This design comes from an exercise in tuning for small area, a short achievable clock period and few clock cycles per item on the open sky130 flow, not from production work. Function was checked by simulation only, so behaviour that the tests miss may differ from the original. Power figures rest on the tool's default switching activity, not on a simulated workload.

Setup of job 1140:
// pe_injection_port
module pe_injection_port #(
    parameter int phit_size               = noc_pkg::PHIT_SIZE,
    parameter int flit_size               = 1,
    parameter int addr_length             = 8,
    parameter int addr_place_in_header    = 0,
    parameter int no_vc                   = 8,
    parameter int floorplusone_log2_no_vc = noc_pkg::VC_IDX_W,
    parameter int buf_depth               = 4
) (
    input  logic                               clk,
    input  logic                               full_reset,
    input  logic [phit_size-1:0]               in_data,
    input  logic                               in_sent_req,
    input  logic                               in_new,
    input  logic [floorplusone_log2_no_vc-1:0] in_vc_no,
    output logic                               out_ready,
    output logic [phit_size-1:0]               out_data,
    output logic                               out_sent_req,
    output logic                               out_new,
    output logic                               out_tail,
    output logic [floorplusone_log2_no_vc-1:0] out_vc_no,
    input  logic                               in_ready,
    output logic [addr_length-1:0]             out_dest_addr,
    output logic                               protocol_error,
    output logic [31:0]                        no_packet_inject_report,
    output logic [31:0]                        stall_cycles_report
);
export LEC_CHECK = 0
export CAP_MARGIN = 20
export CORE_MARGIN = 2
export CORE_UTILIZATION = 60
export CTS_CLUSTER_DIAMETER = 100
export CTS_CLUSTER_SIZE = 25
export SETUP_SLACK_MARGIN = 3.62
export SLEW_MARGIN = 20
export SYNTH_HIERARCHICAL = 1
create_clock -name core_clock -period 7.0 [get_ports {clk}]
standard.sh (not shown) runs the stock make flow with config.mk's settings and CLKGATE_MAP_FILE= SYNTH_SCRIPT=/design/flow/synth_recipe.tcl, a recipe that flattens the netlist after the stock synthesis.
==> flow/flow/run.sh <==
#!/bin/bash
# The standard layout (standard.sh, unchanged synthesis and steps), with one
# change: the port buffers that global placement inserts are plain
# sky130_fd_sc_hd__buf_1 cells instead of the delay buffers buffer_ports
# picks by default; timing repair still resizes them where needed.
# All of ORFS's output goes to standard.log here, and its per-step logs stay
# under orfs/logs/.
set -euo pipefail
export BUFFER_PORTS_ARGS="-buffer_cell sky130_fd_sc_hd__buf_1"
bash standard.sh > standard.log 2>&1
Testbench counts of job 1140, summed over its fixed seeds: cycles 10,595, packets 2,400.
Edits applied to the flow inputs when going from job 1140 to job 3776:
Settings: swapping 3.62 for 3.55 in SETUP_SLACK_MARGIN; swapping 60 for 40 in CORE_UTILIZATION.
==> flow/run.sh (new file) <==
#!/bin/bash
# synth_recipe.tcl (not shown) runs the flow's synth.tcl, then flattens the netlist and writes it again
# the make line also repeats each setting of config.mk as NAME=value (left out here)
make -C /OpenROAD-flow-scripts/flow DESIGN_CONFIG=/design/flow/config.mk WORK_HOME=/design/flow/orfs CLKGATE_MAP_FILE= SYNTH_SCRIPT=/design/flow/synth_recipe.tcl finish
removed: flow/flow/run.sh
removed: flow/standard.sh
## What came out
Job 3776 went all the way through synthesis, placement and routing and the layout is clean on timing, DRC and antenna. Global-route usage: job 3776 lower than job 1140. Job 3776 vs job 1140: post-placement cell count up. The setup slack of job 3776 is smaller than that of job 1140. The share of power burned in the clock network in job 3776 sits 0.9 points below the value recorded for job 1140. Compared job 3776 vs job 1140, and worst-path maximum fanout is down in job 3776. [compare] base=job 1140 new=job 3776: area enclosed by the die boundary rose by about 50%, clock tree buffer count of the final layout fell by 13, number of cell instances on the worst register-to-register path rose by 1, final cell count without fillers rose by 13%. [diff] time the final worst path needs with I/O delays and setup, job 3776 relative to job 1140: regression.
Modified inputs, job 3983 compared to job 3776
Settings: CORE_UTILIZATION: 40 -> 60; PLACE_DENSITY: unset -> 0.75.
==> flow/flow/run.sh (new file) <==
#!/bin/bash
# The standard layout (standard.sh, unchanged synthesis and steps), with one
# change: the port buffers that global placement inserts are plain
# sky130_fd_sc_hd__buf_1 cells instead of the delay buffers buffer_ports
# picks by default; timing repair still resizes them where needed.
# All of ORFS's output goes to standard.log here, and its per-step logs stay
# under orfs/logs/.
set -euo pipefail
export BUFFER_PORTS_ARGS="-buffer_cell sky130_fd_sc_hd__buf_1"
bash standard.sh > standard.log 2>&1
==> flow/standard.sh (new file) <==
#!/bin/bash
# synth_recipe.tcl (not shown) runs the flow's synth.tcl, then flattens the netlist and writes it again
# the make line also repeats each setting of config.mk as NAME=value (left out here)
make -C /OpenROAD-flow-scripts/flow DESIGN_CONFIG=/design/flow/config.mk WORK_HOME=/design/flow/orfs CLKGATE_MAP_FILE= SYNTH_SCRIPT=/design/flow/synth_recipe.tcl "${@:-finish}"
removed: flow/run.sh
Results
When job 3983 is measured against job 3776, its global-route usage turns out 8.4 points higher.
Clock power: job 3983 vs job 3776 down about 3%
On site row count, the higher figure sits with job 3776, not job 3983.
After detailed routing, job 3776 needs more wire than job 3983.
Largest voltage drop on the vdd net of job 3983 falls short of that of job 3776 by more than a quarter.

* * *

oak:
Another version of the RTL of pe_injection_port (not shown whole).
For scale: ~2300 cells after synthesis, ~120 I/O pins, ~33000 µm² of cells after synthesis.
Settings: LEC_CHECK=0, CAP_MARGIN=20, CORE_MARGIN=2, CORE_UTILIZATION=40, CTS_CLUSTER_DIAMETER=100, CTS_CLUSTER_SIZE=25, SETUP_SLACK_MARGIN=3.55, SLEW_MARGIN=20, SYNTH_HIERARCHICAL=1; clock period 7.0 ns.
run.sh (not shown) runs the stock make flow with config.mk's settings and CLKGATE_MAP_FILE= SYNTH_SCRIPT=/design/flow/synth_recipe.tcl, a recipe that flattens the netlist after the stock synthesis.
Stock flow here: none of the scripts above is used.
oak: all stages complete, timing, DRC and antenna checks passed
Testbench counts of oak, summed over its fixed seeds: cycles 10,595, packets 2,400.
Changes in pine relative to oak:
==> flow/flow/run.sh (new file) <==
#!/bin/bash
# The standard layout (standard.sh, unchanged synthesis and steps), with one
# change: the port buffers that global placement inserts are plain
# sky130_fd_sc_hd__buf_1 cells instead of the delay buffers buffer_ports
# picks by default; timing repair still resizes them where needed.
# All of ORFS's output goes to standard.log here, and its per-step logs stay
# under orfs/logs/.
set -euo pipefail
export BUFFER_PORTS_ARGS="-buffer_cell sky130_fd_sc_hd__buf_1"
bash standard.sh > standard.log 2>&1
==> flow/standard.sh (new file) <==
#!/bin/bash
# synth_recipe.tcl (not shown) runs the flow's synth.tcl, then flattens the netlist and writes it again
# the make line also repeats each setting of config.mk as NAME=value (left out here)
make -C /OpenROAD-flow-scripts/flow DESIGN_CONFIG=/design/flow/config.mk WORK_HOME=/design/flow/orfs CLKGATE_MAP_FILE= SYNTH_SCRIPT=/design/flow/synth_recipe.tcl "${@:-finish}"
removed: flow/run.sh
==> comparison <==
Comparing pine and oak, the lower routed metal-1 wirelength is on pine. STATUS cell area: pine wins against oak. pine against oak: register-to-register slack flat; aggregate global-route resource usage decreased by 0.31 points relative to the old numbers. pine ended with more via count normalized by instance count than oak. pine — wire length 270 µm lower, oak as reference. Delta(met2 layer wire length in the routed design, pine - oak) > 0. Count of clock buffers in the final design | pine above oak. Cmp pine vs oak: utilization of the core after routing lower in pine. Diff pine..oak | sequential cell count | unchanged.

* * *

RTL: one of the versions met above, not the one the previous note started from.
For scale: roughly 2200 cells after synthesis, roughly 120 I/O pins, about 33000 um2 of cells after synthesis.
export LEC_CHECK = 0
export CAP_MARGIN = 20
export CORE_MARGIN = 2
export CORE_UTILIZATION = 60
export CTS_CLUSTER_DIAMETER = 100
export CTS_CLUSTER_SIZE = 25
export SETUP_SLACK_MARGIN = 3.45
export SLEW_MARGIN = 20
export SYNTH_HIERARCHICAL = 1
create_clock -name core_clock -period 7.0 [get_ports {clk}]
standard.sh (not shown) runs the stock make flow with config.mk's settings and CLKGATE_MAP_FILE= SYNTH_SCRIPT=/design/flow/synth_recipe.tcl, a recipe that flattens the netlist after the stock synthesis.
==> flow/flow/run.sh <==
#!/bin/bash
# The standard layout (standard.sh, unchanged synthesis and steps), with one
# change: the port buffers that global placement inserts are plain
# sky130_fd_sc_hd__buf_1 cells instead of the delay buffers buffer_ports
# picks by default; timing repair still resizes them where needed.
# All of ORFS's output goes to standard.log here, and its per-step logs stay
# under orfs/logs/.
set -euo pipefail
export BUFFER_PORTS_ARGS="-buffer_cell sky130_fd_sc_hd__buf_1"
bash standard.sh > standard.log 2>&1
The first run ran to the end with no violations.
Testbench counts at the start, summed over its fixed seeds: cycles 10,595, packets 2,400.
Edit:
Settings changed: ABC_AREA set to 1, SETUP_SLACK_MARGIN 3.45 to 3.55.
Effect:
- power rises by 24%
- worst hold slack gains 0.0056 ns
- clock power is about the same
- die area came out higher by 6.5%
- sequential power climbs by 3.9%
Edit:
Settings changed: ABC_AREA 1 to not set.
The changed run went through all stages and came out clean; first-iteration DRC count falls by 2.8%; sequential power decreases by 3.8%; global-route usage falls by 0.16 points; total power went down by 19%; hold slack loses 0.0043 ns; setup slack improves by 0.070 ns; count of clock-buffer cells in the layout drops by 7; routed wire length goes down by about 5.3%; sequential share of layout area grows by 4.8 points; register-to-register slack gets worse by 0.07 ns; sequential cell count does not change.
Edit:
Settings changed: CORE_UTILIZATION 60 to 40.
=>
- maximum frequency barely changes
- final area grows by 1.4%
- sequential share of layout area shrinks by 0.89 points
- routed wire length grows by 2.0%
Edit:
Settings changed: CORE_UTILIZATION 40 to 60, CTS_CLUSTER_DIAMETER 100 to 110, CTS_CLUSTER_SIZE 25 to 28.
Wire length falls slightly.
Hold slack is about the same.
Power falls by a few percent.
Sequential power stays flat.
Die area falls by a quarter to a third.
Utilization rises by 22 points.

* * *

pe_injection_port, a different RTL version from the one above (not shown whole).
Size: roughly 2300 cells after synthesis, ~850 flip-flops, about 120 I/O pins, about 0.033 mm^2 of cells after synthesis.
clock: 7.0 ns
lec_check: 0
cap_margin: 20
core_margin: 2
core_utilization: 60
cts_cluster_diameter: 100
cts_cluster_size: 25
setup_slack_margin: 3.55
slew_margin: 20
synth_hierarchical: 1
Scripts as last shown in full above: flow/flow/run.sh
Testbench counts at the start, summed over its fixed seeds: cycles 10,595, packets 2,400.
Edit:
CORE_UTILIZATION = 40   (was 60)
=> Sequential cell count does not change. Design area came out higher by 1.5%. Register-to-register slack gets better by 0.03 ns. Total power is about the same. Wire length climbs by 1.4%.

afterwards: timing with drivers on the ports:
How much do the figures lean on ideal ports? The routed layouts below were timed once more, with nothing changed but the port constraints. Step 1 sets driving cells, clkbuf_16 on the clock port and buf_2 on the other inputs (assumed; they add their load-dependent delay and slew). Step 2 moves the port delays by t, midway between the first and last clock arrival at a register: inputs arrive t later, outputs are due t later. That takes back most of the time a late clock gives input paths. Three values: no drivers, after step 1, after step 2; two values: the first two.
| run | shift t [ns] | setup slack, ns | slew at the worst register clock pin (ns) |
|---|---|---|---|
| job 1140 | 0.660 | 3.417 / 3.342 / 2.915 | 0.10 / 0.10 |
| job 3776 | 0.665 | 3.389 / 3.215 / 2.825 | 0.10 / 0.10 |
| job 3983 | 0.656 | 3.343 / 3.217 / 2.876 | 0.11 / 0.11 |
| oak | 0.663 | 3.345 / 3.277 / 2.823 | 0.11 / 0.11 |
| pine | 0.669 | 3.357 / 3.273 / 2.875 | 0.11 / 0.11 |
| the first run of note 3 | 0.661 | 3.397 / 3.377 / 2.943 | 0.11 / 0.11 |
| the second run of note 3 | 0.653 | 3.404 / 3.344 / 2.986 | 0.10 / 0.10 |
| the third run of note 3 | 0.656 | 3.474 / 3.383 / 2.879 | 0.10 / 0.10 |
| the fourth run of note 3 | 0.672 | 3.472 / 3.358 / 2.837 | 0.11 / 0.11 |
| the fifth run of note 3 | 0.659 | 3.462 / 3.397 / 2.929 | 0.12 / 0.12 |
| the first run of note 4 | 0.665 | 3.467 / 3.298 / 2.824 | 0.11 / 0.11 |
| the second run of note 4 | 0.655 | 3.440 / 3.319 / 2.824 | 0.11 / 0.11 |
After both steps every run listed still meets setup and hold. For the first run of note 4, which loses most, drivers alone change the setup slack by -0.169 ns; drivers and shift together by -0.643 ns.
